What follows belongs to an exercise in optimizing a design on an open flow for small area, a short achievable clock period and few clock cycles per item; a production flow would make more cautious choices. In this exercise RTL edits were held to simulation tests only and were not proved equivalent to the original. Power figures rest on the tool's default switching activity, not on a simulated workload.

Setup of alpha:
Design mipi_rx_decoder, start of the top module:
module mipi_rx_decoder #(
    parameter logic [47:0] SOF_WORD   = mipi_rx_pkg::SOF_DEFAULT,
    parameter logic [47:0] EOF_WORD   = mipi_rx_pkg::EOF_DEFAULT,
    parameter logic [7:0]  I2C_APP_ID = mipi_rx_pkg::I2C_APP_ID_DEFAULT
) (
    input  wire logic        rx_pixel_clk,
    input  wire logic        arst_n,
    input  wire logic [63:0] mipi_rx_data,
    input  wire logic        mipi_rx_valid,
    input  wire logic        uart_fifo_re,
    input  wire logic        i2c_fifo_re,
    output logic [7:0]       uart_data,
    output logic [7:0]       i2c_data,
    output logic             uart_fifo_empty,
    output logic             i2c_fifo_empty
);
For scale: ~9200 cells after synthesis.
==> flow/config.mk <==
export PLATFORM = sky130hd
export DESIGN_NAME = mipi_rx_decoder
export DESIGN_NICKNAME = mipi_rx_decoder
export VERILOG_FILES = /design/flow/design.v
export SDC_FILE = /design/flow/constraint.sdc
export NUM_CORES = 4
export LEC_CHECK = 0
export CAP_MARGIN = 20
export CORE_MARGIN = 2
export CORE_UTILIZATION = 45
export CTS_CLUSTER_DIAMETER = 80
export CTS_CLUSTER_SIZE = 28
export SETUP_SLACK_MARGIN = 2.9
export SLEW_MARGIN = 20
export TNS_END_PERCENT = 20
==> flow/constraint.sdc <==
create_clock -name core_clock -period 5.5 [get_ports {rx_pixel_clk}]
set_input_delay 1.1000 -clock core_clock [delete_from_list [all_inputs] [get_ports {rx_pixel_clk}]]
set_output_delay 1.1000 -clock core_clock [all_outputs]
set_load 0.01 [all_outputs]
standard.sh (not shown) runs the stock make flow with config.mk's settings and CLKGATE_MAP_FILE= SYNTH_SCRIPT=/design/flow/synth_recipe.tcl, a recipe that flattens the netlist after the stock synthesis.
==> flow/flow/run.sh <==
#!/bin/bash
# The standard layout, with the I/O port buffers made from buf_4 cells
# instead of the delay cells buffer_ports picks by default.
set -euo pipefail
bash standard.sh "BUFFER_PORTS_ARGS=-buffer_cell sky130_fd_sc_hd__buf_4" finish > standard_make.log 2>&1
Testbench counts of alpha, summed over its fixed seeds: cycles 10,216, items 16,964.
Setup changes, alpha to beta
--- a/flow/design.v
+++ b/flow/design.v
@@ -369,26 +369,28 @@
                         wl1[d] <= (rq[21:16] == 6'd1);
                         nl[d]  <= rq[2:0];
                     end else begin
                         wl[d]  <= wl[d] - 6'd1;
                         wlz[d] <= wl1[d];
                         wl1[d] <= (wl[d] == 6'd2);
                     end
                 end
-                emp[d] <= !(load_n || load_r) && (pop ? (cc[d] == 3'd1) : !has[d]);
                 if (load_n) begin
                     nxt_v[d] <= 1'b0;
                     cc[d]    <= nxt_c[d];
+                    emp[d]   <= 1'b0;
                     has[d]   <= 1'b1;
                 end else if (load_r) begin
                     cc[d]    <= rcnt;
+                    emp[d]   <= 1'b0;
                     has[d]   <= 1'b1;
                 end else if (pop) begin
                     cc[d]    <= cc[d] - 3'd1;
+                    emp[d]   <= (cc[d] == 3'd1);
                     has[d]   <= (cc[d] != 3'd1);
                 end
                 if (dword && !load_r) begin
                     nxt_v[d] <= 1'b1;
                     nxt_c[d] <= rcnt;
                 end
             end
         end
==> run notes <==
- Status: total area of multi-input combinational cells parity (alpha, beta)
- On data-path buffer share of cell area in the final layout, alpha tracks beta almost exactly.
- beta does worse than alpha on peak clock frequency supported by timing.
- Of alpha and beta, beta shows the lower area growth from synthesis to final layout, with alpha above it.
- From alpha to beta the numbers moved as follows: number of antenna violations at the first check in global routing -11, pin count of the biggest net entering global routing picked up an extra 21%, overall routed net length now sits at about the same level, overall power of the completed layout now smaller.
- There was hardly any difference in synthesized netlist net count between beta and alpha.
Testbench counts of beta, summed over its fixed seeds: cycles 10,216, items 16,964.

========
mipi_rx_decoder, a different RTL version from the one above (not shown whole).
Size: ~4300 flip-flops, about 87 I/O pins.
export LEC_CHECK = 0
export CAP_MARGIN = 20
export CORE_MARGIN = 2
export CORE_UTILIZATION = 45
export CTS_CLUSTER_DIAMETER = 80
export CTS_CLUSTER_SIZE = 24
export SETUP_SLACK_MARGIN = 2.9
export SLEW_MARGIN = 20
export TNS_END_PERCENT = 20
create_clock -name core_clock -period 5.5 [get_ports {rx_pixel_clk}]
Scripts as last shown in full above: flow/flow/run.sh
Testbench counts at the start, summed over its fixed seeds: cycles 10,216, items 16,964.
Rerun with:
--- a/flow/design.v
+++ b/flow/design.v
@@ -189,12 +189,14 @@
     logic          go1;
     logic          own1;
     logic          hdr1;
     logic [NS-1:0] AR_oh;
     logic          go2;
     logic          own2;
+    logic          b1 [2];   
+    logic          b2 [2];   
     logic          hdr2;
     logic [53:0]   rq;       
     always_ff @(posedge rx_pixel_clk or negedge arst_n) begin
         if (!arst_n) begin
             A   <= '0;
             A_v <= 1'b0;
@@ -214,12 +216,13 @@
         end
     end
     logic [5:0]  rp     [2];   
     logic [6:0]  avail  [2];   
     logic        a_nz   [2];   
     logic        a_gt1  [2];   
+    logic        rem_nz [2];   
     logic [5:0]  wl     [2];   
     logic        wlz    [2];   
     logic        wl1    [2];   
     logic [2:0]  nl     [2];   
     logic [47:0] nxt    [2];
     logic        nxt_v  [2];
@@ -239,51 +242,57 @@
     logic [53:0]   rq_lo;
     logic [53:0]   rq_hi;
     logic          fixq;
     logic          re_in [2];
     assign re_in[0] = uart_fifo_re;
     assign re_in[1] = i2c_fifo_re;
-    logic          byp [2];
     logic          nhdr [2];
-    logic [NS-1:0] decq;
+    logic [5:0]    ad [2];   
     always_comb begin
         for (int d = 0; d < 2; d++) begin
-            byp[d]  = go2 && (own2 == d[0]) && (hdr2 ? !nxt_v[d] : wl1[d]);
-            nhdr[d] = (go2 && (own2 == d[0])) ? !hdr2 : wlz[d];
-            can[d]  = !(go1 && (own1 == d[0])) && a_nz[d] &&
-                      (byp[d] || (!(go2 && (own2 == d[0])) && (wlz[d] || !nxt_v[d])));
+            nhdr[d] = b2[d] ? !hdr2 : wlz[d];
+            can[d]  = !b1[d] && a_nz[d] &&
+                      (b2[d] ? (hdr2 ? !nxt_v[d] : wl1[d]) : (wlz[d] || !nxt_v[d]));
         end
         g     = (can[0] && can[1]) ? pr : can[1];
         issue = can[0] || can[1];
+        for (int d = 0; d < 2; d++) ad[d] = b2[d] ? rq[53:48] : rp[d];
         for (int i = 0; i < NS; i++) begin
-            dec0[i] = (rp[0] == 6'(i));
-            dec1[i] = (rp[1] == 6'(i));
-            decq[i] = (rq[53:48] == 6'(i));
+            dec0[i] = (ad[0] == 6'(i));
+            dec1[i] = (ad[1] == 6'(i));
         end
     end
     always_ff @(posedge rx_pixel_clk or negedge arst_n) begin
         if (!arst_n) begin
             pr   <= 1'b0;
             go1  <= 1'b0;
             own1 <= 1'b0;
             hdr1 <= 1'b0;
             go2  <= 1'b0;
             own2 <= 1'b0;
+            b1[0] <= 1'b0;
+            b1[1] <= 1'b0;
+            b2[0] <= 1'b0;
+            b2[1] <= 1'b0;
             hdr2 <= 1'b0;
         end else begin
             if (can[0] && can[1]) pr <= !pr;
             go1  <= issue;
             own1 <= g;
             hdr1 <= g ? nhdr[1] : nhdr[0];
             go2  <= go1;
             own2 <= own1;
+            b1[0] <= can[0] && !g;
+            b1[1] <= can[1] && g;
+            b2[0] <= b1[0];
+            b2[1] <= b1[1];
             hdr2 <= hdr1;
         end
     end
     always_ff @(posedge rx_pixel_clk) begin
-        AR_oh <= (g ? byp[1] : byp[0]) ? decq : (g ? dec1 : dec0);
+        AR_oh <= g ? dec1 : dec0;
     end
     always_comb begin
         rword_lo = '0;
         rword_hi = '0;
         for (int i = 0; i < NS / 2; i++) begin
             rword_lo = rword_lo | ({54{AR_oh[i]}} & {nptr[i], mem[i]});
@@ -292,35 +301,30 @@
     end
     logic link_d [2];
     logic fix1;
     always_comb begin
         link_we = 1'b0;
         for (int d = 0; d < 2; d++) begin
-            link_d[d] = commit && (fdest == d[0]) && a_nz[d];
+            rem_nz[d] = b1[d] ? a_gt1[d] : a_nz[d];
+            link_d[d] = commit && (fdest == d[0]) && rem_nz[d];
             link_we = link_we || link_d[d];
         end
-        fix1 = commit && go1 && (own1 == fdest) && !(own1 ? a_nz[1] : a_nz[0]);
+        fix1 = commit && (fdest ? (b1[1] && !a_gt1[1]) : (b1[0] && !a_gt1[0]));
     end
     always_ff @(posedge rx_pixel_clk) begin
         rq_lo <= rword_lo;
         rq_hi <= rword_hi;
         fixq  <= fix1;
     end
     assign rq = {fixq ? fhead : (rq_lo[53:48] | rq_hi[53:48]), rq_lo[47:0] | rq_hi[47:0]};
     for (genvar d = 0; d < 2; d++) begin : g_rd
-        logic       iss;
         logic       rd;
         logic       cm;
         logic       pop;
         logic       need;
-        assign iss  = issue && (g == d[0]);
-        logic [6:0] av_0;
-        logic [6:0] av_m1;
-        assign av_0  = avail[d] + (cm ? flen : 7'd0);
-        assign av_m1 = avail[d] + (cm ? flen - 7'd1 : 7'h7f);
-        assign rd   = go2 && (own2 == d[0]);
+        assign rd   = b2[d];
         assign cm   = commit && (fdest == d[0]);
         assign pop  = re_in[d] && !emp[d];
         assign need = emp[d] || ((cc[d] == 3'd1) && pop);
         logic       dword;
         logic       load_n;
         logic       load_r;
@@ -343,16 +347,16 @@
                 nxt_c[d] <= '0;
                 cc[d]    <= '0;
                 emp[d]   <= 1'b1;
                 has[d]   <= 1'b0;
                 tail[d]  <= '0;
             end else begin
-                avail[d] <= iss ? av_m1 : av_0;
-                a_nz[d]  <= cm || (iss ? a_gt1[d] : a_nz[d]);
-                a_gt1[d] <= cm || (iss ? (avail[d] > 7'd2) : (avail[d] > 7'd1));
-                if (cm && !a_nz[d] && !(go1 && (own1 == d[0]))) begin
+                avail[d] <= avail[d] - 7'(b1[d]) + (cm ? flen : 7'd0);
+                a_nz[d]  <= cm || rem_nz[d];
+                a_gt1[d] <= cm || (b1[d] ? (avail[d] > 7'd2) : (avail[d] > 7'd1));
+                if (cm && !a_nz[d] && !b1[d]) begin
                     rp[d] <= fhead;
                 end else if (rd) begin
                     rp[d] <= rq[53:48];
                 end
                 if (cm) tail[d] <= prev;
                 if (rd) begin
- The changed run completed with no timing, DRC or antenna violations
- global-route usage decreases by 0.44 points
- cell count decreases by 0.95%
- setup slack improved by 0.47 ns
- via count decreases by about 1.3%
- wire length decreases by about 1.7%
- combinational power barely changes
- design area decreases by about 1.2%
Testbench counts after the change, summed over its fixed seeds: cycles 10,216, items 16,964.

-- port drivers added, routing unchanged --
How much do the figures lean on ideal ports? The routed layouts below were timed once more, with nothing changed but the port constraints. Step 1: set_driving_cell puts a clkbuf_16 on rx_pixel_clk and a buf_2 on each other input, an assumption about the parent block. Step 2 moves the port delays by t, midway between the first and last clock arrival at a register: inputs arrive t later, outputs are due t later. That takes back most of the time a late clock gives input paths. a / b / c = ideal / step 1 / step 2; a / b = the first two.
run	shift t [ns]	setup WS [ns]	hold slack, ns	worst register clock-pin slew, ns	worst slew at a driven data input, ns
alpha	1.048	2.687 / 2.687 / 2.108	0.104 / 0.045 / 0.361	0.12 / 0.12	0.11
beta	1.028	2.631 / 2.524 / 2.129	0.201 / 0.143 / 0.366	0.12 / 0.12	0.24
the first run of note 2	1.048	2.061 / 2.061 / 2.004	0.214 / 0.159 / 0.359	0.10 / 0.10	0.06
the second run of note 2	1.042	2.533 / 2.429 / 2.120	0.269 / 0.191 / 0.373	0.10 / 0.10	0.27
After both steps every run listed still meets setup and hold. For alpha, which loses most, drivers alone change the setup slack by 0.000 ns; drivers and shift together by -0.579 ns.
